Background: an optimization exercise with open tools, aiming at small area and a short achievable clock period. Do not read the settings as production practice. No functional check of the RTL was part of any run shown here. No activity file was given, so power comes from the tool's default toggle rates.

==> flow/design.v (outline; a module is shown in full before it is edited, if it fits) <==
// module ioAddrDecoder: 317 lines
// module ioErrDecode: 7 lines
// module plicWideZero: 92 lines
// module gAnd: 10 lines
// module gAoi21: 8 lines
// module gOai21: 8 lines
// module gXor2: 9 lines
// module gAoi22: 9 lines
// module gAoi221: 10 lines
// module gAoi222: 11 lines
// module gAo22: 9 lines
// module clintGeq64: 511 lines
// module clintEq64: 187 lines
// module clintInc64: 349 lines
// module ioReadMux: 129 lines
// module clintMtipNext: 25 lines
// module plicNext: 91 lines
// module ioPlatformTop: 190 lines
module ioPlatformTop #(
  parameter int NumHarts = 2,
  parameter int NumIrqs  = 8
) (
  input  logic                clk_i,
  input  logic                arstN_i,
  input  logic                reqValid_i,
  input  logic                reqWrite_i,
  input  ioPlatformPkg::ioAddrT              reqAddr_i,
  input  ioPlatformPkg::ioDataT              reqWdata_i,
  input  logic                uartIrq_i,
  input  logic                sdIrq_i,
  output logic                rspValid_o,
  output ioPlatformPkg::ioDataT              rspData_o,
  output logic                rspErr_o,
  output logic [NumHarts-1:0] msip_o,
  output logic [NumHarts-1:0] mtip_o,
  output logic [NumHarts-1:0] extIrq_o
);
  // ...
==> flow/flow/run.sh <==
#!/bin/bash
# Standard ORFS layout (the standard.sh, standard synthesis unchanged) with
# these layout choices changed:
#  - after synthesis every combinational cell is set to its smallest drive
#    strength (flow/downsize.tcl); the repair steps upsize where timing needs it
#  - port buffers are plain buf_2 cells instead of the delay cell buffer_ports
#    picks
#  - repair_timing aims for a setup margin near the period this design reaches
# make's full output goes to flow_make.log; ORFS keeps each step's log under
# orfs/logs.
set -euo pipefail
here=$(pwd)
bash standard.sh \
  SETUP_SLACK_MARGIN=9.1 \
  "BUFFER_PORTS_ARGS=-buffer_cell sky130_fd_sc_hd__buf_2" \
  POST_SYNTH_TCL="$here/flow/downsize.tcl" \
  finish > flow_make.log 2>&1
==> flow/flow/downsize.tcl <==
# Sets every combinational cell of the synthesized netlist to the smallest
# drive strength of its function (same cell name up to the _N suffix), so
# that the later repair steps upsize only where timing asks for it.
set n 0
foreach inst [get_cells *] {
  set master [get_property $inst ref_name]
  if { ![regexp {^(sky130_fd_sc_hd__([a-z0-9]+))_([0-9]+)$} $master -> base kind size] } {
    continue
  }
  # flip-flops keep the cell synthesis gave them; tie cells stay as they are
  if { [regexp {^(df|edf|sdf|sedf|dl|conb|clk|probe|lpflow|tap|fill|decap|diode)} $kind] } {
    continue
  }
  set best ""
  set bestArea 1e9
  foreach lc [get_lib_cells */${base}_*] {
    set name [get_property $lc name]
    if { ![regexp "^${base}_\[0-9\]+\$" $name] } { continue }
    if { [get_property $lc dont_use] } { continue }
    set area [get_property $lc area]
    # among cells of the same area, keep the strongest
    if { $area < $bestArea - 1e-3 || ($area < $bestArea + 1e-3 && $best ne ""
         && [get_property $lc name] > [get_property $best name]) } {
      set bestArea $area
      set best $lc
    }
  }
  if { $best ne "" && [get_property $best name] ne $master } {
    replace_cell $inst $best
    incr n
  }
}
puts "downsize: $n cells set to their smallest drive strength"
==> flow/standard.sh <==
#!/bin/bash
# synth_recipe.tcl (not shown) runs the flow's synth.tcl, then flattens the netlist and writes it again
# the make line also repeats each setting of config.mk as NAME=value (left out here)
make -C /OpenROAD-flow-scripts/flow DESIGN_CONFIG=/design/flow/config.mk WORK_HOME=/design/flow/orfs CLKGATE_MAP_FILE= SYNTH_SCRIPT=/design/flow/synth_recipe.tcl "${@:-finish}"
==> flow/config.mk <==
export PLATFORM = sky130hd
export DESIGN_NAME = ioPlatformTop
export DESIGN_NICKNAME = ioPlatformTop
export VERILOG_FILES = /design/flow/design.v
export SDC_FILE = /design/flow/constraint.sdc
export NUM_CORES = 4
export LEC_CHECK = 0
export CAP_MARGIN = 20
export CORE_MARGIN = 2
export CORE_UTILIZATION = 40
export SLEW_MARGIN = 20
export SYNTH_HIERARCHICAL = 1
export TNS_END_PERCENT = 0
==> flow/constraint.sdc <==
create_clock -name core_clock -period 13.0 [get_ports {clk_i}]
set_input_delay 2.6000 -clock core_clock [delete_from_list [all_inputs] [get_ports {clk_i}]]
set_output_delay 2.6000 -clock core_clock [all_outputs]
set_load 0.01 [all_outputs]
==> impl_metrics.json, run 1 <==
{
  "crit_path_top_delay_cell": "a222oi_1",
  "drt_pass1_iterations": 7,
  "cts_root_buffer": "clkbuf_16",
  "synth_nets": 2313,
  "row_count": 79,
  "dr_wl_met3_microns": 4418,
  "inv_count": 142,
  "period_share_pct": 30.38,
  "place.gp.congestion": 0.8970,
  "nets": 2524,
  "switchingPower_w": 0.0005236,
  "top_usage_layer": "met2",
  "clock_sinks": 313,
  "post_drt_wl_per_cell_microns": 19.59,
  "cp_common_cell": "xnor2_1",
  "fmax_mhz": 253.2,
  "multi_input_area_share_pct": 46.13,
  "status": "no timing/DRC/antenna violations",
  "grt_use_total_pct": 24.16,
  "pre_cts_slack_ns": 7.968,
  "end_kind": "register",
  "n_tap_cell": 607,
  "grtUsageMet2_pct": 39.14,
  "path_max_fanout": 5,
  "required_ns": 13.43,
  "fillers": 4355,
  "die_w_microns": 220.1,
  "h-tree-depth": 2,
  "grt_pass1_vias": 16370,
  "dieArea_sq_mm": 0.04844,
  "clock_tree.buffer_depth": 3,
  "final_common_cell": "nor2_1",
  "post-cts-setup-buffers": 0,
  "r2r_setup_slack_ns": 9.24,
  "vdd_drop_max_uv": 79.79,
  "power_leader": "the clock network",
  "final_cell_area_sq_mm": 0.02212
}
==> run 2, diff against run 1 <==
--- a/flow/config.mk
+++ b/flow/config.mk
@@ -8,6 +8,9 @@
 export CAP_MARGIN = 20
 export CORE_MARGIN = 2
 export CORE_UTILIZATION = 40
+export CTS_BUF_LIST = sky130_fd_sc_hd__clkbuf_4 sky130_fd_sc_hd__clkbuf_8
+export CTS_CLUSTER_DIAMETER = 70
+export CTS_CLUSTER_SIZE = 14
 export SLEW_MARGIN = 20
 export SYNTH_HIERARCHICAL = 1
 export TNS_END_PERCENT = 0
==> run 2 against run 1 <==
Compared with the run above: global-route usage decreased by 0.32 points; sequential share of layout area grew 1.7 points; still clean; critical path depth shrank 1; largest power group is now sequential cells.
==> impl_metrics.json, run 2 <==
{
  "grt_start_max_net_pins": 65,
  "cts_buffers": 30,
  "drtAntennaViolNets": 0,
  "end_kind": "register",
  "required_ns": 13.53,
  "grt_pass1_vias": 16210,
  "min_period_ns": 4.053,
  "p_leak_nw": 8.622,
  "nets": 2497,
  "path_max_fanout": 19,
  "r2r_setup_slack_ns": 9.14,
  "clock_tree.buffer_depth": 3,
  "final_common_cell": "nor2_1",
  "pre_cts_slack_ns": 7.968,
  "dieArea_sq_mm": 0.04844,
  "place.gp.congestion": 0.8970,
  "drc_errors": 0,
  "post_drt_wl_per_cell_microns": 19.52,
  "synth_cells": 2211,
  "ios": 174,
  "swShare_pct": 24.78,
  "p_comb_share_pct": 7.3,
  "num_vias": 17150,
  "syn_to_final_growth_pct": 13.14,
  "endpoint": "extQ[1]",
  "power.total_w": 0.001856,
  "status": "no timing/DRC/antenna violations",
  "detail_route.vias_per_cell": 5.661,
  "p_int_w": 0.001396,
  "rr_worst_depth": 16,
  "timing.rr.end": "mtipNQ[0]",
  "relSlewSlack_pct": 45.51,
  "grt_pass1_wl_microns": 90230,
  "worst_slew_pin_slew_ns": 0.8173,
  "worstSetupStartpoint": "reqAddr_i[17]",
  "cts_root_buffer": "clkbuf_8",
  "fin_ws_ns": 8.947,
  "finalClockSkew_ns": 0.02554,
  "wl_microns": 59130,
  "die_w_microns": 220.1,
  "clockPowerShare_pct": 37.4,
  "drt_iter0_markers": 1565,
  "rsz0062_at_grt": "true",
  "synth_nets": 2313,
  "fmax_mhz": 246.7,
  "drt_pass1_iterations": 8,
  "path_class": "input port to register",
  "reg2reg_from": "mtimeQ[0]",
  "switchingPower_w": 0.0004600,
  "die_h_microns": 220.1,
  "clock_latency_ns": 0.64,
  "synth_area_per_cell_sq_um": 8.447,
  "finalMaxSlewViolations": 0,
  "place.port_buffers": 173,
  "min-delay-path-class": "register to register",
  "setup_violations": 0,
  "hold_path.startpoint": "en0Q[3]",
  "clk_pin_slew_ns": 0.09,
  "synth_warnings": 15,
  "row_count": 79,
  "critPathLaunchType": "input port",
  "cts_tree": "built",
  "grt_use_total_pct": 23.84,
  "fillers": 4456,
  "overflow": 0,
  "postCtsHoldBufs": 0,
  "layout-drive-gt1-share_pct": 19.68,
  "fin_util_pct": 45.58,
  "sequentialPowerShare_pct": 55.2,
  "h-tree-depth": 1,
  "antenna_found_initial": 2,
  "coreArea_sq_mm": 0.04636,
  "vdd_drop_max_uv": 77.46,
  "start_util_pct": 40.29,
  "dp_hpwl_microns": 43850,
  "period_share_pct": 31.18,
  "maxCapViolCount": 0,
  "fin_setup_tns_ns": 0,
  "critPathArrivalTime_ns": 4.58,
  "cellPowerDensity_mw_per_mm2": 87.83,
  "clock_sinks": 313,
  "mostFrequentLayoutCells": "nor2_1, nand2_1, a21oi_1",
  "hold_viol": 0,
  "synthesis.area_sq_mm": 0.01868
}
[run 2: changes by cell type in the layout (fill, tap and decap cells not counted), moves of 4 or more]
cell       before  now
clkbuf_16      46    0
clkbuf_1       10    0
clkinv_2        6    2
and3_2         22   11
and3_1         39   53
nor2_1        317  323
clkbuf_4        0   11
buf_4          17    6
clkbuf_8        3   33
nor2_4         11    1
[run 2: area by class of cell]
cell class	instances	area, sq um	area share (%)
multi-input cells	1730	10050	47.57
flip-flops and latches	313	8157	38.60
repair buffers	178	928.4	4.393
well taps	607	759.5	3.594
clock buffers	44	536.8	2.540
inverters	142	535.5	2.534
clock inverters	12	155.1	0.7342
diodes	3	7.507	0.03553
[run 2: how the worst min path moves through the flow]
stage	endpoint	cells after the start
after global routing	prioQ[6][2]	1
after detailed placement	prioQ[6][2]	1
final	en0Q[3]	1
after CTS	prioQ[6][2]	1
after floorplan	rdQ[3]	2
after global placement	prioQ[6][0]	1
[run 2: through the flow]
step | hold WS, ns | std cells | area [sq um]
floorplan | 0.4516 | 2211 | 18700
global placement | 0.4905 | 2969 | 20250
finish | 0.5185 | 3029 | 21130
detailed placement | 0.4974 | 2969 | 20250
CTS | 0.5181 | 3025 | 21060
global route | 0.5339 | 3028 | 21130
[run 2: critical path, cell delays in order]
cell and delay (ns):
buf_2 0.11, nor2_1 0.30, nand4_1 0.22, nor2_4 0.36, and3_2 0.44, a222oi_1 0.14
xnor2_1 0.17, a22o_1 0.23
[run 2: per-layer routing]
layer / wire length [microns] / GRT usage [%] / vias up / share of wire, %
met5: 0 / 0 / - / 0
met4: 1471 / 6.174 / 0 / 2.5
met3: 3562 / 2.609 / 81 / 6.0
met2: 27700 / 39.83 / 626 / 47
met1: 26390 / 32.88 / 8222 / 45
li1: - / - / 8219 / -
[run 2: what timing repair did]
item | in CTS | in global routing
pin swaps | 1 | 3
setup endpoints to repair | 273 | 253
gates resized for setup | 45 | 11
setup buffers | 0 | 1
[run 2: power groups by stage]
| stage | Combinational [W] | Clock [W] | Sequential (W) |
|---|---|---|---|
| final | 0.000136 | 0.000695 | 0.00103 |
| after global routing | 0.000152 | 0.000755 | 0.00103 |
| after CTS | 0.000135 | 0.000717 | 0.00103 |
| after detailed placement | 0.000133 | 0 | 0.00105 |
| after global placement | 0.000129 | 0 | 0.00105 |
| after floorplan | 0.0000652 | 0 | 0.00105 |
==> run 3, diff against run 2 <==
--- a/flow/flow/downsize.tcl
+++ b/flow/flow/downsize.tcl
@@ -1,5 +1,5 @@
 # Sets every combinational cell of the synthesized netlist to the smallest
-# drive strength of its function (same cell name up to the _N suffix), so
+# drive strength of its function (at least _1) (same cell name up to the _N suffix), so
 # that the later repair steps upsize only where timing asks for it.
 set n 0
 foreach inst [get_cells *] {
@@ -16,6 +16,8 @@
   foreach lc [get_lib_cells */${base}_*] {
     set name [get_property $lc name]
     if { ![regexp "^${base}_\[0-9\]+\$" $name] } { continue }
+    # the _0 cells are weaker than _1 for little or no area
+    if { [regexp {_0$} $name] } { continue }
     if { [get_property $lc dont_use] } { continue }
     set area [get_property $lc area]
     # among cells of the same area, keep the strongest
==> run 3 against run 2 <==
Compared with the run above: wire length unchanged; worst setup slack unchanged; hold slack did not move; clock power about the same; maximum frequency stayed put; critical path type unchanged; critical endpoint unchanged.
==> impl_metrics.json, run 3 <==
{
  "wl_microns": 59130,
  "antenna_found_initial": 2,
  "min-delay-path-class": "register to register",
  "grt_use_total_pct": 23.84,
  "p_leak_nw": 8.622,
  "status": "no timing/DRC/antenna violations",
  "coreArea_sq_mm": 0.04636,
  "grt_pass1_vias": 16210,
  "hold_path.startpoint": "en0Q[3]",
  "dp_hpwl_microns": 43850,
  "maxCapViolCount": 0,
  "row_count": 79,
  "finalClockSkew_ns": 0.02554,
  "end_kind": "register",
  "seqCellArea_sq_mm": 0.008157,
  "crit_chain": "buf_2, nor2_1, nand4_1, nor2_4, and3_2, a222oi_1, xnor2_1, a22o_1",
  "path_class": "input port to register",
  "met2_length_microns": 27700,
  "multi_input_area_sq_mm": 0.01005,
  "finalMaxSlewViolations": 0,
  "clock_tree.buffer_depth": 3,
  "syn_to_final_growth_pct": 13.14,
  "overflow": 0,
  "cpPeakStageDelay_ns": 0.44,
  "dieArea_sq_mm": 0.04844,
  "dr_wl_met3_microns": 3562,
  "final_cell_area_sq_mm": 0.02113,
  "synth_area_per_cell_sq_um": 8.447,
  "r2r_setup_slack_ns": 9.14,
  "relSlewSlack_pct": 45.51,
  "grt_pass1_wl_microns": 90230,
  "clock_sinks": 313,
  "place.port_buffers": 173,
  "rsz0062_at_grt": "true",
  "drc_errors": 0,
  "ios": 174,
  "final_common_cell": "nor2_1",
  "drtAntennaViolNets": 0,
  "cts_buffers": 30,
  "critPathArrivalTime_ns": 4.58,
  "fmax_mhz": 246.7,
  "period_share_pct": 31.18,
  "post_drt_wl_per_cell_microns": 19.52,
  "critPathTopFamily": "simple AND/OR/NAND/NOR gates",
  "detail_route.vias_per_cell": 5.661,
  "num_vias": 17150,
  "sequentialPowerShare_pct": 55.2,
  "grt_start_max_net_pins": 65,
  "critPathLaunchType": "input port",
  "fillers": 4456,
  "worst-path-buf-inv": 1,
  "clockPowerShare_pct": 37.4,
  "top_layer_used": "met4",
  "rr_worst_depth": 16,
  "drt_iter0_markers": 1565,
  "start_util_pct": 40.29,
  "endpoint": "extQ[1]",
  "p_comb_share_pct": 7.3,
  "dpl.cell_count": 2969,
  "min_period_ns": 4.053,
  "drt_pass1_iterations": 8,
  "m1WireLength_microns": 26390,
  "vdd_drop_max_uv": 77.46,
  "reg2reg_from": "mtimeQ[0]",
  "timing.rr.end": "mtipNQ[0]",
  "mostFrequentLayoutCells": "nor2_1, nand2_1, a21oi_1",
  "synth_cells": 2211,
  "swShare_pct": 24.78,
  "worstSetupStartpoint": "reqAddr_i[17]",
  "path_max_fanout": 19,
  "synthesis.area_sq_mm": 0.01868,
  "cts_tree": "built",
  "cts_root_buffer": "clkbuf_8",
  "crit_path_top_delay_cell": "and3_2",
  "worst_slew_pin_slew_ns": 0.8173,
  "synth_nets": 2313,
  "nets": 2497,
  "fin_setup_tns_ns": 0,
  "place.gp.congestion": 0.8970,
  "placed_cell_area_sq_mm": 0.02025,
  "die_h_microns": 220.1,
  "switchingPower_w": 0.0004600,
  "h-tree-depth": 1,
  "cellPowerDensity_mw_per_mm2": 87.83,
  "fin_util_pct": 45.58,
  "clk_pin_slew_ns": 0.09,
  "required_ns": 13.53,
  "postCtsHoldBufs": 0,
  "die_w_microns": 220.1,
  "hold_viol": 0,
  "layout-drive-gt1-share_pct": 19.68,
  "clock_latency_ns": 0.64,
  "stdcell_count": 3029,
  "path_depth": 8,
  "synth_warnings": 15,
  "setup_violations": 0,
  "p_int_w": 0.001396
}
run 3: layer usage:
metal  up-vias  global-route usage, %
met3        81                  2.609
met2       626                  39.83
met1      8222                  32.88
met4         0                  6.174
met5         -                      0
li1       8219                      -
run 3: layout make-up:
cell class	instances	share of cell area (%)
flip-flops and latches	313	38.60
clock inverters	12	0.7342
clock buffers	44	2.540
repair buffers	178	4.393
well taps	607	3.594
inverters	142	2.534
diodes	3	0.03553
multi-input cells	1730	47.57
run 3: power by group through the flow:
stage	Combinational, W	Sequential, W	Clock, W
floorplan	0.0000652	0.00105	0
global placement	0.000129	0.00105	0
detailed placement	0.000133	0.00105	0
CTS	0.000135	0.00103	0.000717
global route	0.000152	0.00103	0.000755
finish	0.000136	0.00103	0.000695
run 3: how the worst min path moves through the flow:
stage	endpoint	slack [ns]	depth (start not counted)
global route	prioQ[6][2]	0.53	1
CTS	prioQ[6][2]	0.52	1
global placement	prioQ[6][0]	0.49	1
floorplan	rdQ[3]	0.45	2
detailed placement	prioQ[6][2]	0.50	1
finish	en0Q[3]	0.52	1
run 3: stage by stage:
step	hold WS, ns	total power, W	worst slack, ns
after detailed placement	0.4974	0.001180	7.968
after CTS	0.5181	0.001877	9.064
after global routing	0.5339	0.001933	8.873
after global placement	0.4905	0.001176	8.008
final	0.5185	0.001856	8.947
after floorplan	0.4516	0.001113	8.698
run 3: repair_timing:
action / 4_1_cts / 5_1_grt
hold endpoints to repair: 0 / 0
setup endpoints to repair: 273 / 253
gates resized for setup: 45 / 11
pin swaps: 1 / 3
setup buffers: 0 / 1
==> run 4, diff against run 3 <==
--- a/flow/flow/downsize.tcl
+++ b/flow/flow/downsize.tcl
@@ -1,6 +1,3 @@
-# Sets every combinational cell of the synthesized netlist to the smallest
-# drive strength of its function (at least _1) (same cell name up to the _N suffix), so
-# that the later repair steps upsize only where timing asks for it.
 set n 0
 foreach inst [get_cells *] {
   set master [get_property $inst ref_name]
@@ -9,6 +6,17 @@
   }
   # flip-flops keep the cell synthesis gave them; tie cells stay as they are
   if { [regexp {^(df|edf|sdf|sedf|dl|conb|clk|probe|lpflow|tap|fill|decap|diode)} $kind] } {
+    continue
+  }
+  # cells that drive many loads keep the size synthesis gave them
+  set loads 0
+  foreach pin [get_pins -of_objects $inst -filter "direction == output"] {
+    set net [get_nets -of_objects $pin]
+    if { $net ne "" } {
+      set loads [expr { $loads + [llength [get_pins -of_objects $net -filter "direction == input"]] }]
+    }
+  }
+  if { $loads > 4 } {
     continue
   }
   set best ""
==> run 4 against run 3 <==
Compared with the run above: still clean on timing, DRC and antenna; first-iteration DRC count is 12% higher; hold slack got worse by 0.0077 ns; clock skew is 0.0023 ns higher; worst setup slack better by 0.022 ns; sequential power hardly changed; critical path depth unchanged; critical endpoint is now rdQ[0]; largest power group unchanged.
==> impl_metrics.json, run 4 <==
{
  "status": "no timing/DRC/antenna violations",
  "r2r_setup_slack_ns": 9.17,
  "clk_pin_slew_ns": 0.10,
  "place.port_buffers": 173,
  "stdcell_count": 3030,
  "swShare_pct": 24.93,
  "min-delay-path-class": "register to register",
  "hold_path.startpoint": "en1Q[4]",
  "antenna_found_initial": 1,
  "synth_area_per_cell_sq_um": 8.512,
  "end_kind": "register",
  "reg2reg_from": "mtimeQ[0]",
  "clockPowerShare_pct": 37.9,
  "num_vias": 17210,
  "mostFrequentLayoutCells": "nor2_1, nand2_1, a21oi_1",
  "cts_tree": "built",
  "hold_depth": 2,
  "row_count": 79,
  "die_w_microns": 220.9,
  "final_common_cell": "nor2_1",
  "fmax_mhz": 248.1,
  "path_class": "input port to register",
  "p_comb_share_pct": 7.3,
  "overflow": 0,
  "worstHoldEndpoint": "rdQ[4]",
  "die_h_microns": 220.9,
  "timing.rr.end": "mtipNQ[1]",
  "min_period_ns": 4.031,
  "layout-drive-gt1-share_pct": 19.12,
  "p_int_w": 0.001404,
  "setup_violations": 0,
  "critPathLaunchType": "input port",
  "cts_buffers": 30,
  "hold_viol": 0,
  "synthesis.area_sq_mm": 0.01882,
  "place.gp.congestion": 0.8897,
  "maxCapViolCount": 0,
  "wl_microns": 59290,
  "drt_iter0_markers": 1748,
  "drc_errors": 0,
  "grt_start_max_net_pins": 75,
  "detail_route.vias_per_cell": 5.679,
  "syn_to_final_growth_pct": 12.53,
  "start_util_pct": 40.51,
  "critPathArrivalTime_ns": 4.63,
  "ios": 174,
  "switchingPower_w": 0.0004663,
  "rsz0062_at_grt": "true",
  "sequentialPowerShare_pct": 54.8,
  "rr_worst_depth": 16,
  "worst_slew_pin_slew_ns": 0.6375,
  "dieArea_sq_mm": 0.04880,
  "grt_pass1_vias": 16700,
  "period_share_pct": 31.01,
  "path_max_fanout": 16,
  "clock_tree.buffer_depth": 3,
  "grt_use_total_pct": 23.48,
  "dp_hpwl_microns": 43790,
  "synth_warnings": 15,
  "post_drt_wl_per_cell_microns": 19.57,
  "finalClockSkew_ns": 0.02785,
  "nets": 2500,
  "cellPowerDensity_mw_per_mm2": 88.32,
  "synth_nets": 2313,
  "vdd_drop_max_uv": 88.43,
  "p_leak_nw": 8.659,
  "drtAntennaViolNets": 0,
  "dpl.cell_count": 2970,
  "postCtsHoldBufs": 0,
  "finalMaxSlewViolations": 0,
  "h-tree-depth": 1,
  "grt_pass1_wl_microns": 92210,
  "required_ns": 13.59,
  "relSlewSlack_pct": 57.50,
  "clock_latency_ns": 0.66,
  "synth_cells": 2211,
  "cts_root_buffer": "clkbuf_8",
  "clock_sinks": 313,
  "fin_setup_tns_ns": 0,
  "coreArea_sq_mm": 0.04646,
  "drt_pass1_iterations": 9
}
[run 4: critical path: stages]
cell and delay (ns):
buf_2 0.11, nor2b_1 0.14, nand4_1 0.27, nor2_2 0.52, and4b_2 0.60, a22oi_1 0.17, nand4_1 0.09, or3_1 0.11
[run 4: through the flow]
step | hold slack (ns) | power, W | setup slack [ns] | utilization [%] | instance area [sq um]
after floorplan | 0.4516 | 0.001113 | 8.698 | - | 18830
after global placement | 0.4722 | 0.001175 | 7.915 | 43.64 | 20280
after detailed placement | 0.4826 | 0.001179 | 7.896 | 43.64 | 20280
after CTS | 0.5102 | 0.001891 | 9.053 | 45.40 | 21090
after global routing | 0.5311 | 0.001941 | 8.901 | 45.59 | 21180
final | 0.5108 | 0.001870 | 8.969 | 45.59 | 21180
[run 4: metal layers]
layer	vias to the layer above	GRT usage (%)	part of all wire, %
met5	-	0	0
met4	0	6.885	2.3
met3	85	3.001	6.0
met2	615	39.30	47
met1	8292	31.80	44
li1	8215	-	-
[run 4: how the worst max path moves through the flow]
stage,from,end,slack (ns),cells after the start
2_1_floorplan,reqWdata_i[1],extQ[0],8.70,9
5_1_grt,mtimeQ[0],mtipNQ[1],8.90,16
3_3_place_gp,reqAddr_i[1],rdQ[2],7.91,8
3_5_place_dp,reqAddr_i[1],rdQ[0],7.90,8
4_1_cts,reqAddr_i[1],rdQ[0],9.05,8
6_report,reqAddr_i[22],rdQ[0],8.97,8
[run 4: what timing repair did]
action	4_1_cts	5_1_grt
endpoints found under the setup margin	279	252
pin swaps	1	2
resized for setup	37	13
setup buffers	2	0
[run 4: power groups by stage]
stage	Combinational [W]	Sequential (W)	Clock, W
after detailed placement	0.000132	0.00105	0
after CTS	0.000133	0.00103	0.000733
after global routing	0.000152	0.00103	0.000764
after floorplan	0.0000660	0.00105	0
after global placement	0.000128	0.00105	0
final	0.000136	0.00103	0.000709
[run 4: layout make-up]
cell class / instances / area, sq um
Fill cell: 4553 / 25280
Multi-Input combinational cell: 1730 / 10060
Sequential cell: 313 / 8157
Timing Repair Buffer: 181 / 963.4
Tap cell: 607 / 759.5
Inverter: 142 / 535.5
Clock buffer: 42 / 509.2
Clock inverter: 14 / 187.7
Antenna cell: 1 / 2.502

re-timing with driven ports:
How much do the figures lean on ideal ports? The routed layouts below were timed once more, with nothing changed but the port constraints.
Step 1 sets driving cells, clkbuf_16 on the clock port and buf_2 on the other inputs (assumed; they add their load-dependent delay and slew).
Step 2 times the ports against the registers' clock, not the clock port: input delays grow and output delays shrink by t, the midpoint of the rising clock arrivals with the driver on.
Three values: ideal, step 1, step 2; two values: the first two.
run	t (ns)	setup WS [ns]	worst setup path after step 2	worst slew at a driven data input, ns
run 1	0.611	9.051 / 8.901 / 8.290	input to register	0.22
run 2	0.684	8.947 / 8.982 / 8.298	input to register	0.10
run 3	0.684	8.947 / 8.982 / 8.298	input to register	0.10
run 4	0.702	8.969 / 8.987 / 8.285	input to register	0.10
After both steps every run listed still meets setup and hold. The setup slack of run 1, which loses most, moves by -0.150 ns with the drivers and by -0.761 ns with both steps.
